What follows belongs to an exercise in optimizing a design on an open flow for small area, a short achievable clock period and few clock cycles per item; a production flow would make more cautious choices. In this exercise RTL edits were held to simulation tests only and were not proved equivalent to the original. Power figures rest on the tool's default switching activity, not on a simulated workload.

===== flow/run.sh =====
#!/bin/bash
# synth_recipe.tcl (not shown) runs the flow's synth.tcl, then flattens the netlist and writes it again
# the make line also repeats each setting of config.mk as NAME=value (left out here)
make -C /OpenROAD-flow-scripts/flow DESIGN_CONFIG=/design/flow/config.mk WORK_HOME=/design/flow/orfs CLKGATE_MAP_FILE= SYNTH_SCRIPT=/design/flow/synth_recipe.tcl finish

===== flow/config.mk =====
export PLATFORM = sky130hd
export DESIGN_NAME = t2s_pass_sequencer
export DESIGN_NICKNAME = t2s_pass_sequencer
export VERILOG_FILES = /design/flow/design.v
export SDC_FILE = /design/flow/constraint.sdc
export NUM_CORES = 4
export LEC_CHECK = 0
export CAP_MARGIN = 20
export CORE_MARGIN = 2
export CORE_UTILIZATION = 20
export SLEW_MARGIN = 20

===== flow/constraint.sdc =====
create_clock -name core_clock -period 8.0 [get_ports {clk}]
set_input_delay 1.6000 -clock core_clock [delete_from_list [all_inputs] [get_ports {clk}]]
set_output_delay 1.6000 -clock core_clock [all_outputs]
set_load 0.01 [all_outputs]

===== flow/design.v =====
package t2s_seq_pkg;
  localparam int LANES  = 32;
  localparam int COEF_W = 16;
  function automatic [2:0] clamp_log2size(input [2:0] l2);
    if (l2 < 3'd2)      clamp_log2size = 3'd2;
    else if (l2 > 3'd5) clamp_log2size = 3'd5;
    else                clamp_log2size = l2;
  endfunction
  function automatic [5:0] job_cfg(input [2:0] l2, input [2:0] st);
    logic [2:0] l;
    l = clamp_log2size(l2);
    job_cfg = 6'd0;
    case (l)
      3'd3: job_cfg[0] = (st != 3'd0);
      3'd4: begin
        job_cfg[1] = (st == 3'd1);
        job_cfg[2] = (st >= 3'd2);
      end
      3'd5: begin
        job_cfg[3] = (st == 3'd1);
        job_cfg[4] = (st == 3'd2);
        job_cfg[5] = (st >= 3'd3);
      end
      default: ;
    endcase
  endfunction
endpackage
module t2s_perm_pass
#(
  parameter int WIDTH = 16
) (
  input  logic [t2s_seq_pkg::LANES-1:0][WIDTH-1:0] i_vec,
  input  logic [5:0]                               i_cfg,
  output logic [t2s_seq_pkg::LANES-1:0][WIDTH-1:0] o_vec
);
  logic c_id;
  assign c_id = ~|i_cfg;
  assign o_vec[0] = i_vec[0];
  assign o_vec[1] = i_vec[1];
  wire s1_0 = c_id;
  wire s1_1 = i_cfg[0] | i_cfg[5];
  wire s1_2 = i_cfg[2];
  wire s1_3 = i_cfg[1];
  wire s1_4 = i_cfg[4];
  wire s1_5 = i_cfg[3];
  assign o_vec[2] = ({WIDTH{s1_0}} & i_vec[2]) | ({WIDTH{s1_1}} & i_vec[6]) | ({WIDTH{s1_2}} & i_vec[12]) | ({WIDTH{s1_3}} & i_vec[14]) | ({WIDTH{s1_4}} & i_vec[24]) | ({WIDTH{s1_5}} & i_vec[30]);
  assign o_vec[3] = ({WIDTH{s1_0}} & i_vec[3]) | ({WIDTH{s1_1}} & i_vec[7]) | ({WIDTH{s1_2}} & i_vec[13]) | ({WIDTH{s1_3}} & i_vec[15]) | ({WIDTH{s1_4}} & i_vec[25]) | ({WIDTH{s1_5}} & i_vec[31]);
  wire s2_0 = i_cfg[0] | i_cfg[1] | i_cfg[3];
  wire s2_1 = c_id;
  wire s2_2 = i_cfg[2];
  wire s2_3 = i_cfg[5];
  wire s2_4 = i_cfg[4];
  assign o_vec[4] = ({WIDTH{s2_0}} & i_vec[2]) | ({WIDTH{s2_1}} & i_vec[4]) | ({WIDTH{s2_2}} & i_vec[14]) | ({WIDTH{s2_3}} & i_vec[24]) | ({WIDTH{s2_4}} & i_vec[30]);
  assign o_vec[5] = ({WIDTH{s2_0}} & i_vec[3]) | ({WIDTH{s2_1}} & i_vec[5]) | ({WIDTH{s2_2}} & i_vec[15]) | ({WIDTH{s2_3}} & i_vec[25]) | ({WIDTH{s2_4}} & i_vec[31]);
  wire s3_0 = i_cfg[2];
  wire s3_1 = i_cfg[0];
  wire s3_2 = c_id | i_cfg[4];
  wire s3_3 = i_cfg[1];
  wire s3_4 = i_cfg[3];
  wire s3_5 = i_cfg[5];
  assign o_vec[6] = ({WIDTH{s3_0}} & i_vec[2]) | ({WIDTH{s3_1}} & i_vec[4]) | ({WIDTH{s3_2}} & i_vec[6]) | ({WIDTH{s3_3}} & i_vec[12]) | ({WIDTH{s3_4}} & i_vec[28]) | ({WIDTH{s3_5}} & i_vec[30]);
  assign o_vec[7] = ({WIDTH{s3_0}} & i_vec[3]) | ({WIDTH{s3_1}} & i_vec[5]) | ({WIDTH{s3_2}} & i_vec[7]) | ({WIDTH{s3_3}} & i_vec[13]) | ({WIDTH{s3_4}} & i_vec[29]) | ({WIDTH{s3_5}} & i_vec[31]);
  wire s4_0 = i_cfg[4] | i_cfg[5];
  wire s4_1 = i_cfg[1] | i_cfg[2] | i_cfg[3];
  wire s4_2 = c_id | i_cfg[0];
  assign o_vec[8] = ({WIDTH{s4_0}} & i_vec[2]) | ({WIDTH{s4_1}} & i_vec[4]) | ({WIDTH{s4_2}} & i_vec[8]);
  assign o_vec[9] = ({WIDTH{s4_0}} & i_vec[3]) | ({WIDTH{s4_1}} & i_vec[5]) | ({WIDTH{s4_2}} & i_vec[9]);
  wire s5_0 = i_cfg[5];
  wire s5_1 = i_cfg[2];
  wire s5_2 = c_id | i_cfg[0] | i_cfg[1];
  wire s5_3 = i_cfg[3] | i_cfg[4];
  assign o_vec[10] = ({WIDTH{s5_0}} & i_vec[4]) | ({WIDTH{s5_1}} & i_vec[8]) | ({WIDTH{s5_2}} & i_vec[10]) | ({WIDTH{s5_3}} & i_vec[26]);
  assign o_vec[11] = ({WIDTH{s5_0}} & i_vec[5]) | ({WIDTH{s5_1}} & i_vec[9]) | ({WIDTH{s5_2}} & i_vec[11]) | ({WIDTH{s5_3}} & i_vec[27]);
  wire s6_0 = i_cfg[1] | i_cfg[3];
  wire s6_1 = i_cfg[2];
  wire s6_2 = c_id | i_cfg[0];
  wire s6_3 = i_cfg[5];
  wire s6_4 = i_cfg[4];
  assign o_vec[12] = ({WIDTH{s6_0}} & i_vec[6]) | ({WIDTH{s6_1}} & i_vec[10]) | ({WIDTH{s6_2}} & i_vec[12]) | ({WIDTH{s6_3}} & i_vec[26]) | ({WIDTH{s6_4}} & i_vec[28]);
  assign o_vec[13] = ({WIDTH{s6_0}} & i_vec[7]) | ({WIDTH{s6_1}} & i_vec[11]) | ({WIDTH{s6_2}} & i_vec[13]) | ({WIDTH{s6_3}} & i_vec[27]) | ({WIDTH{s6_4}} & i_vec[29]);
  wire s7_0 = i_cfg[4];
  wire s7_1 = i_cfg[2];
  wire s7_2 = i_cfg[1];
  wire s7_3 = c_id | i_cfg[0];
  wire s7_4 = i_cfg[3];
  wire s7_5 = i_cfg[5];
  assign o_vec[14] = ({WIDTH{s7_0}} & i_vec[4]) | ({WIDTH{s7_1}} & i_vec[6]) | ({WIDTH{s7_2}} & i_vec[8]) | ({WIDTH{s7_3}} & i_vec[14]) | ({WIDTH{s7_4}} & i_vec[24]) | ({WIDTH{s7_5}} & i_vec[28]);
  assign o_vec[15] = ({WIDTH{s7_0}} & i_vec[5]) | ({WIDTH{s7_1}} & i_vec[7]) | ({WIDTH{s7_2}} & i_vec[9]) | ({WIDTH{s7_3}} & i_vec[15]) | ({WIDTH{s7_4}} & i_vec[25]) | ({WIDTH{s7_5}} & i_vec[29]);
  wire s8_0 = i_cfg[3] | i_cfg[4] | i_cfg[5];
  wire s8_1 = c_id | i_cfg[0] | i_cfg[1] | i_cfg[2];
  assign o_vec[16] = ({WIDTH{s8_0}} & i_vec[8]) | ({WIDTH{s8_1}} & i_vec[16]);
  assign o_vec[17] = ({WIDTH{s8_0}} & i_vec[9]) | ({WIDTH{s8_1}} & i_vec[17]);
  wire s9_0 = i_cfg[5];
  wire s9_1 = i_cfg[4];
  wire s9_2 = c_id | i_cfg[0] | i_cfg[1] | i_cfg[2];
  wire s9_3 = i_cfg[3];
  assign o_vec[18] = ({WIDTH{s9_0}} & i_vec[14]) | ({WIDTH{s9_1}} & i_vec[16]) | ({WIDTH{s9_2}} & i_vec[18]) | ({WIDTH{s9_3}} & i_vec[22]);
  assign o_vec[19] = ({WIDTH{s9_0}} & i_vec[15]) | ({WIDTH{s9_1}} & i_vec[17]) | ({WIDTH{s9_2}} & i_vec[19]) | ({WIDTH{s9_3}} & i_vec[23]);
  wire s10_0 = i_cfg[3];
  wire s10_1 = i_cfg[5];
  wire s10_2 = c_id | i_cfg[0] | i_cfg[1] | i_cfg[2];
  wire s10_3 = i_cfg[4];
  assign o_vec[20] = ({WIDTH{s10_0}} & i_vec[10]) | ({WIDTH{s10_1}} & i_vec[16]) | ({WIDTH{s10_2}} & i_vec[20]) | ({WIDTH{s10_3}} & i_vec[22]);
  assign o_vec[21] = ({WIDTH{s10_0}} & i_vec[11]) | ({WIDTH{s10_1}} & i_vec[17]) | ({WIDTH{s10_2}} & i_vec[21]) | ({WIDTH{s10_3}} & i_vec[23]);
  wire s11_0 = i_cfg[4];
  wire s11_1 = i_cfg[3];
  wire s11_2 = c_id | i_cfg[0] | i_cfg[1] | i_cfg[2] | i_cfg[5];
  assign o_vec[22] = ({WIDTH{s11_0}} & i_vec[14]) | ({WIDTH{s11_1}} & i_vec[20]) | ({WIDTH{s11_2}} & i_vec[22]);
  assign o_vec[23] = ({WIDTH{s11_0}} & i_vec[15]) | ({WIDTH{s11_1}} & i_vec[21]) | ({WIDTH{s11_2}} & i_vec[23]);
  wire s12_0 = i_cfg[4] | i_cfg[5];
  wire s12_1 = i_cfg[3];
  wire s12_2 = c_id | i_cfg[0] | i_cfg[1] | i_cfg[2];
  assign o_vec[24] = ({WIDTH{s12_0}} & i_vec[10]) | ({WIDTH{s12_1}} & i_vec[12]) | ({WIDTH{s12_2}} & i_vec[24]);
  assign o_vec[25] = ({WIDTH{s12_0}} & i_vec[11]) | ({WIDTH{s12_1}} & i_vec[13]) | ({WIDTH{s12_2}} & i_vec[25]);
  wire s13_0 = i_cfg[5];
  wire s13_1 = i_cfg[3] | i_cfg[4];
  wire s13_2 = c_id | i_cfg[0] | i_cfg[1] | i_cfg[2];
  assign o_vec[26] = ({WIDTH{s13_0}} & i_vec[12]) | ({WIDTH{s13_1}} & i_vec[18]) | ({WIDTH{s13_2}} & i_vec[26]);
  assign o_vec[27] = ({WIDTH{s13_0}} & i_vec[13]) | ({WIDTH{s13_1}} & i_vec[19]) | ({WIDTH{s13_2}} & i_vec[27]);
  wire s14_0 = i_cfg[3];
  wire s14_1 = i_cfg[5];
  wire s14_2 = i_cfg[4];
  wire s14_3 = c_id | i_cfg[0] | i_cfg[1] | i_cfg[2];
  assign o_vec[28] = ({WIDTH{s14_0}} & i_vec[14]) | ({WIDTH{s14_1}} & i_vec[18]) | ({WIDTH{s14_2}} & i_vec[20]) | ({WIDTH{s14_3}} & i_vec[28]);
  assign o_vec[29] = ({WIDTH{s14_0}} & i_vec[15]) | ({WIDTH{s14_1}} & i_vec[19]) | ({WIDTH{s14_2}} & i_vec[21]) | ({WIDTH{s14_3}} & i_vec[29]);
  wire s15_0 = i_cfg[4];
  wire s15_1 = i_cfg[3];
  wire s15_2 = i_cfg[5];
  wire s15_3 = c_id | i_cfg[0] | i_cfg[1] | i_cfg[2];
  assign o_vec[30] = ({WIDTH{s15_0}} & i_vec[12]) | ({WIDTH{s15_1}} & i_vec[16]) | ({WIDTH{s15_2}} & i_vec[20]) | ({WIDTH{s15_3}} & i_vec[30]);
  assign o_vec[31] = ({WIDTH{s15_0}} & i_vec[13]) | ({WIDTH{s15_1}} & i_vec[17]) | ({WIDTH{s15_2}} & i_vec[21]) | ({WIDTH{s15_3}} & i_vec[31]);
endmodule
module t2s_pass_sequencer
#(
  parameter int WIDTH = 16,
  parameter int NREQ  = 2,
  localparam int LANES = t2s_seq_pkg::LANES,
  localparam int IDW   = (NREQ > 1) ? $clog2(NREQ) : 1
) (
  input  logic                             clk,
  input  logic                             rst,
  input  logic [NREQ-1:0]                  req_valid,
  output logic [NREQ-1:0]                  req_ready,
  input  logic [NREQ-1:0][LANES-1:0][WIDTH-1:0] req_vec,
  input  logic [NREQ-1:0][2:0]             req_log2size,
  input  logic [NREQ-1:0][2:0]             req_stages,
  output logic                             out_valid,
  input  logic                             out_ready,
  output logic [LANES-1:0][WIDTH-1:0]      out_vec,
  output logic [IDW-1:0]                   out_src,
  output logic                             busy
);
  logic [LANES-1:0][WIDTH-1:0] r_work;
  logic [5:0]                  r_cfg;
  logic                        r_id;
  logic                        r_rr;
  logic                        r_valid;
  logic                        w_free;
  logic                        w_sel1;
  logic                        w_accept;
  assign w_free = ~r_valid | out_ready;
  assign w_sel1 = r_rr ? req_valid[1] : ~req_valid[0];
  assign w_accept = ~rst & w_free & (req_valid[0] | req_valid[1]);
  assign req_ready[0] = ~rst & w_free & (~r_rr | ~req_valid[1]);
  assign req_ready[1] = ~rst & w_free & ( r_rr | ~req_valid[0]);
  always_ff @(posedge clk) begin
    if (w_free) begin
      r_work <= w_sel1 ? req_vec[1] : req_vec[0];
      r_cfg  <= w_sel1 ? t2s_seq_pkg::job_cfg(req_log2size[1], req_stages[1])
                       : t2s_seq_pkg::job_cfg(req_log2size[0], req_stages[0]);
      r_id   <= w_sel1;
    end
  end
  always_ff @(posedge clk) begin
    if (rst) begin
      r_valid <= 1'b0;
      r_rr    <= 1'b0;
    end else begin
      r_valid <= w_accept | (r_valid & ~out_ready);
      if (w_accept) r_rr <= ~w_sel1;
    end
  end
  t2s_perm_pass #(.WIDTH(WIDTH)) u_pass (
    .i_vec (r_work),
    .i_cfg (r_cfg),
    .o_vec (out_vec)
  );
  assign out_valid = r_valid;
  assign out_src   = r_id;
  assign busy      = r_valid;
endmodule

==> notes.md, run 1 <==
- By instance count, the leading cell after synthesis is sky130_fd_sc_hd__edfxtp_1.
- The mean area per synthesized cell is between 10 and 15 um^2.
- The count of yosys warnings during synthesis is 1.
- The post-synth design cell area is roughly 33000 um^2.
- The first error in the log reads "[ERROR PPL-0024] Number of IO pins (1558) exceeds maximum number of available positions (1488). Increase the die perimeter from 1645.06um to 2118.88um".
- The initial core utilization is between 20% and 30%.
- The die height is 411.3 um.
- By count the netlist is led by sky130_fd_sc_hd__edfxtp_1, sky130_fd_sc_hd__mux2_2, sky130_fd_sc_hd__a22oi_1.
- The run stopped with a tool error.
- The largest area contributor in the synthesized netlist is sky130_fd_sc_hd__edfxtp_1.
- It got as far as 3_2_place_iop and failed there.
- For this run, the register share of the synthesized area comes to between 40% and 50%.
- Synthesis handed over a netlist of 2847 instances.
- Measured along the x axis, the die boundary spans a little over 400 um.
- The flip-flop cell with the highest count after synthesis is sky130_fd_sc_hd__edfxtp_1.
- After synthesis the netlist holds a flip-flop and latch count of approximately 520.
- Counting every net in the synthesized netlist gives between 3000 and 4000.
- Synthesis instantiated 40 different standard cells from the library.
- Summed over its instances, the top area cell type makes up around 47% of the synthesized netlist area.
- Sorting the synthesized cells by area gives the leading types as sky130_fd_sc_hd__edfxtp_1, sky130_fd_sc_hd__mux2_2, sky130_fd_sc_hd__a222oi_1.
- The proportion of synthesized flip-flops having asynchronous set or reset is 0%.
- The synthesized design contains a little over 500 enable-type register cells.
- The count of standard-cell rows is 149.
## cell families after synthesis
kind of cell	synth area share [%]
AND/OR/NAND/NOR	2.108
AO/OA/AOI/OAI	25.65
multiplexers	17.38
flip-flops	47.10
buffers and inverters	7.758
Testbench counts, summed over its fixed seeds: cycles 1,032, jobs 1,024.
==> inputs of run 2 (changes only) <==
--- a/flow/config.mk
+++ b/flow/config.mk
@@ -6,6 +6,6 @@
 export NUM_CORES = 4
 export LEC_CHECK = 0
 export CAP_MARGIN = 20
-export CORE_MARGIN = 2
-export CORE_UTILIZATION = 20
+export CORE_AREA = 2 2 448 448
+export DIE_AREA = 0 0 450 450
 export SLEW_MARGIN = 20
==> run 2 against run 1 <==
The run now finishes clean. Synthesized cell count stayed put. Area after synthesis stayed put.
==> notes.md, run 2 <==
- The worst setup path is of the flop to output port kind.
- Compared with the post-synthesis result, the final layout area differs by 61.66%.
- Leaving out fill and tap cells, the most frequent cell in the layout is sky130_fd_sc_hd__clkdlybuf4s50_1.
- The dominant cell by count in the synthesized netlist is sky130_fd_sc_hd__edfxtp_1 (unchanged).
- The detailed router finished its first iteration with 6459 violations.
- The area of placed instances is about 51000 um^2.
- Along the worst path, the maximum fanout reaches roughly 180.
- The global-route wire length before repair is roughly 370000 um.
- The post-detailed-route via-to-cell ratio is 5.189.
- The first detailed-routing pass took 14 iterations.
- The number of nets in the synthesized netlist was 3888 (unchanged).
- The number of inserted filler cells in the final layout is 20814.
- The final count of pins violating max slew is 0.
- The XOR/XNOR share of the synthesized area is 0% (unchanged).
- The power density over the cells is ~220 nW/um^2.
- The count of nets after finishing is between 5000 and 6000.
- The cell area after layout is 53630 um^2.
- The final hold violation count came to 0.
- Leaving out filler cells and counting taps, the final layout contains approximately 7000.
- The flip-flop count of the largest register, all copies and words added is just over 500.
- The largest area contributor in the synthesized netlist was sky130_fd_sc_hd__edfxtp_1 (unchanged).
- The count of boundary I/O pins is 1558.
- After layout, the worst path uses 81.47% of the clock period.
- The number of gates resized after CTS was 0.
- The adder-cell area share of the yosys netlist is 0% (unchanged).
- Routability-driven placement finished with a final weighted congestion of between 0.9 and 1.
- The largest registers in the layout are r_work x512, r_cfg x6.
- The initial core utilization is 16.80% (was 20.13%).
- The flip-flop cell with the highest count after synthesis was sky130_fd_sc_hd__edfxtp_1 (unchanged).
- The category of the worst setup path launch point is a flop.
- In this run the number of H-tree levels came out at 3.
- The sequential-to-total area share from yosys stat is 47.10% (unchanged).
- The total of buffers placed on input and output ports is between 1500 and 2000.
- The initial antenna violation count is around 230.
- CTS saw between 500 and 600 sinks.
- The number of unique standard cell types used by synthesis came to 40 (unchanged).
- Cells with a size suffix above 1 make up approximately 16% of the layout.
- The simple-gate portion of the synthesized area is 2.108% (unchanged).
- The clock latency on the worst-skew pair is about 0.7 ns.
- The number of clock buffers inserted by TritonCTS is 74.
- TritonCTS built the clock tree.
- The master cell of the clock root buffer is sky130_fd_sc_hd__clkbuf_16.
- The category of the worst setup path capture point is an output port.
- The maximum buffer depth of the clock tree is 3.
- The post-synth design cell area came to 33170 um^2 (unchanged).
- The maximum clock frequency is 153.4 MHz.
- The fraction of post-synthesis cell area in the top cell type by area is 46.98% (unchanged).
- The die extent in x is 450 um (was 411.3 um).
- The final routed DRC violation total is 0.
- The post-synthesis sequential element count is 521 (unchanged).
- Before CTS, the worst setup slack after placement is around 2.3 ns.
- The total congestion overflow after global routing is 0.
- Leaving out fill and tap cells, the most frequent cells in the layout are sky130_fd_sc_hd__clkdlybuf4s50_1, sky130_fd_sc_hd__edfxtp_1, sky130_fd_sc_hd__mux2_2.
- The count of standard-cell rows came to 163 (was 149).
- Headroom to the max-slew limit came out at between 20% and 30%.
- Clock-pin slew was measured on the worst setup and hold paths at ~0.060 ns.
- The antenna violation net count after detailed routing is 0.
- The floorplan step defined a die boundary enclosing a little over 200000 um^2.
- Hold is met by slightly above 0.5 ns.
- The arrival time of the worst setup path is between 4 and 5 ns.
- The worst-case setup margin in the final layout is roughly 1.5 ns.
- Across the routed clock network, the largest skew measured is between 0.02 and 0.03 ns.
- The number of synthesized flops with an enable pin came to 519 (unchanged).
- The number of hold-repair buffers added at the cts stage is 0.
- The share of the synthesized area in compound gates (AO/OA/AOI/OAI) was 25.65% (unchanged).
- VDD sags by at most 0.1386 mV.
- Setup violations remaining at the end of the flow were counted as 0.
- The cell leakage power is just under 20 nW.
- The number of global-route vias before repair was ~34000.
- The proportion of synthesized flip-flops having asynchronous set or reset is 0% (unchanged).
- The core box area is 197400 um^2.
- The global-route usage over all layers is between 20 and 30%.
- The wire-length estimate of the detail-placed layout is between 200000 and 250000 um.
- The register containing the most flip-flops in the final layout is r_work.
- Setup repair after global routing left no endpoint under its margin.
- The die height is 450 um (was 411.3 um).
- The multiplexer share of the synthesized area is 17.38% (unchanged).
- Outcome: timing/DRC/antenna clean (was aborted with a tool error).
- The count of yosys warnings during synthesis is 1 (unchanged).
- Main area contributors after synthesis: sky130_fd_sc_hd__edfxtp_1, sky130_fd_sc_hd__mux2_2, sky130_fd_sc_hd__a222oi_1 (unchanged).
- The number of instances in the synthesized netlist was 2847 (unchanged).
- After detailed routing, the average wire length per cell comes to between 40 and 50 um.
- The routed layout has about 36000 vias.
- The post-route minimum period is about 6.5 ns.
- Buffers added to address setup during post-CTS repair amount to 0.
- The number of placed instances, taps included, is ~6800.
- Entering global routing, the biggest net connects 177 pins.
- The main combinational cell family by area after synthesis is compound AO/OA/AOI/OAI gates (unchanged).
- The routed design has about 290000 um of wire.
- At the pin with the least slew margin, the transition time is ~1.2 ns.
- The number of max-cap violations is 0.
- The worst path required time is 6.40 ns.
- The mean area per synthesized cell is 11.65 um^2 (unchanged).
- The min-delay analysis places its worst path in the category flop to flop.
- Top cells by instance count after synthesis: sky130_fd_sc_hd__edfxtp_1, sky130_fd_sc_hd__mux2_2, sky130_fd_sc_hd__a22oi_1 (unchanged).
==> run 2: metal layers <==
metal	vias up	global-route usage, %	wire length [um]
li1	14417	-	-
met1	18150	30.93	102500
met2	3007	42.82	131700
met3	710	11.77	37420
met4	130	15.14	17710
met5	-	0	813
==> run 2: path summary, 6_finish.rpt <==
check                start            to  slack (ns)  depth (start not counted)
setup / recovery  r_cfg[5]  out_vec[234]        1.48                          7
hold / removal        r_rr          r_rr        0.52                          2
setup reg to reg   r_valid   r_work[221]        4.57                          5
hold reg to reg       r_rr          r_rr        0.52                          2
==> run 2: critical path, stage by stage, from the launching register on <==
cell and delay (ns):
sky130_fd_sc_hd__edfxtp_1 0.40, sky130_fd_sc_hd__buf_12 0.53, sky130_fd_sc_hd__or2_4 0.63, sky130_fd_sc_hd__buf_4 0.76, sky130_fd_sc_hd__o21bai_4 0.10, sky130_fd_sc_hd__buf_4 0.43
sky130_fd_sc_hd__a21o_1 0.31, sky130_fd_sc_hd__clkdlybuf4s50_1 0.48
==> run 2: final cells by class <==
| class | count | area [um^2] | area share (%) |
|---|---|---|---|
| inverters | 259 | 975.9 | 1.820 |
| clock buffers | 85 | 1893 | 3.530 |
| diodes | 104 | 260.3 | 0.4853 |
| flip-flops and latches | 521 | 15630 | 29.14 |
| clock inverters | 44 | 375.4 | 0.6999 |
| multi-input cells | 1754 | 15070 | 28.10 |
| well taps | 2640 | 3303 | 6.159 |
| repair buffers | 1611 | 16130 | 30.07 |
==> run 2: cell families (layout without fill, tap and decap cells) <==
family / Yosys count / after routing
DFF: 521 / 521
and+or+nand+nor: 167 / 167
muxes: 512 / 512
other: 0 / 104
buffers and inverters: 572 / 1999
AOI/OAI and AO/OA: 1075 / 1075
==> run 2: stage by stage <==
stage	total power, mW	utilization (%)	setup TNS [ns]
after floorplan	5.547	-	-1007.37
after global placement	8.499	25.88	0
after detailed placement	8.480	25.88	0
after CTS	11.84	27.03	0
after global routing	12.09	27.10	0
final	11.81	27.16	0
==> run 2: report_power, final <==
group | total, mW | internal [mW] | switching, mW
clock network | 3.29 | 1.83 | 1.46
logic | 4.50 | 2.18 | 2.32
registers | 4.01 | 3.40 | 0.609
total | 11.8 | 7.42 | 4.39

==> port drivers added, routing unchanged <==
The results above use ideal ports. As a check the final layout listed here was re-extracted and re-timed, cells and wires unchanged.
Step 1: set_driving_cell puts a clkbuf_16 on clk and a buf_2 on each other input, an assumption about the parent block.
Step 2 times the ports against the registers' clock, not the clock port: input delays grow and output delays shrink by t, the midpoint of the rising clock arrivals with the driver on.
Three values: no drivers, after step 1, after step 2; two values: the first two.
run: run 2
t (ns): 0.786
slack for setup (ns): 1.482 / 1.391 / 2.176
hold slack, ns: 0.519 / 0.519 / 0.519
worst slew at a driven data input, ns: 0.33
cell pins on the clock port's net: 1
After both steps run 2 still meets setup and hold. For run 2, drivers alone change the setup slack by -0.091 ns; drivers and shift together by +0.694 ns.
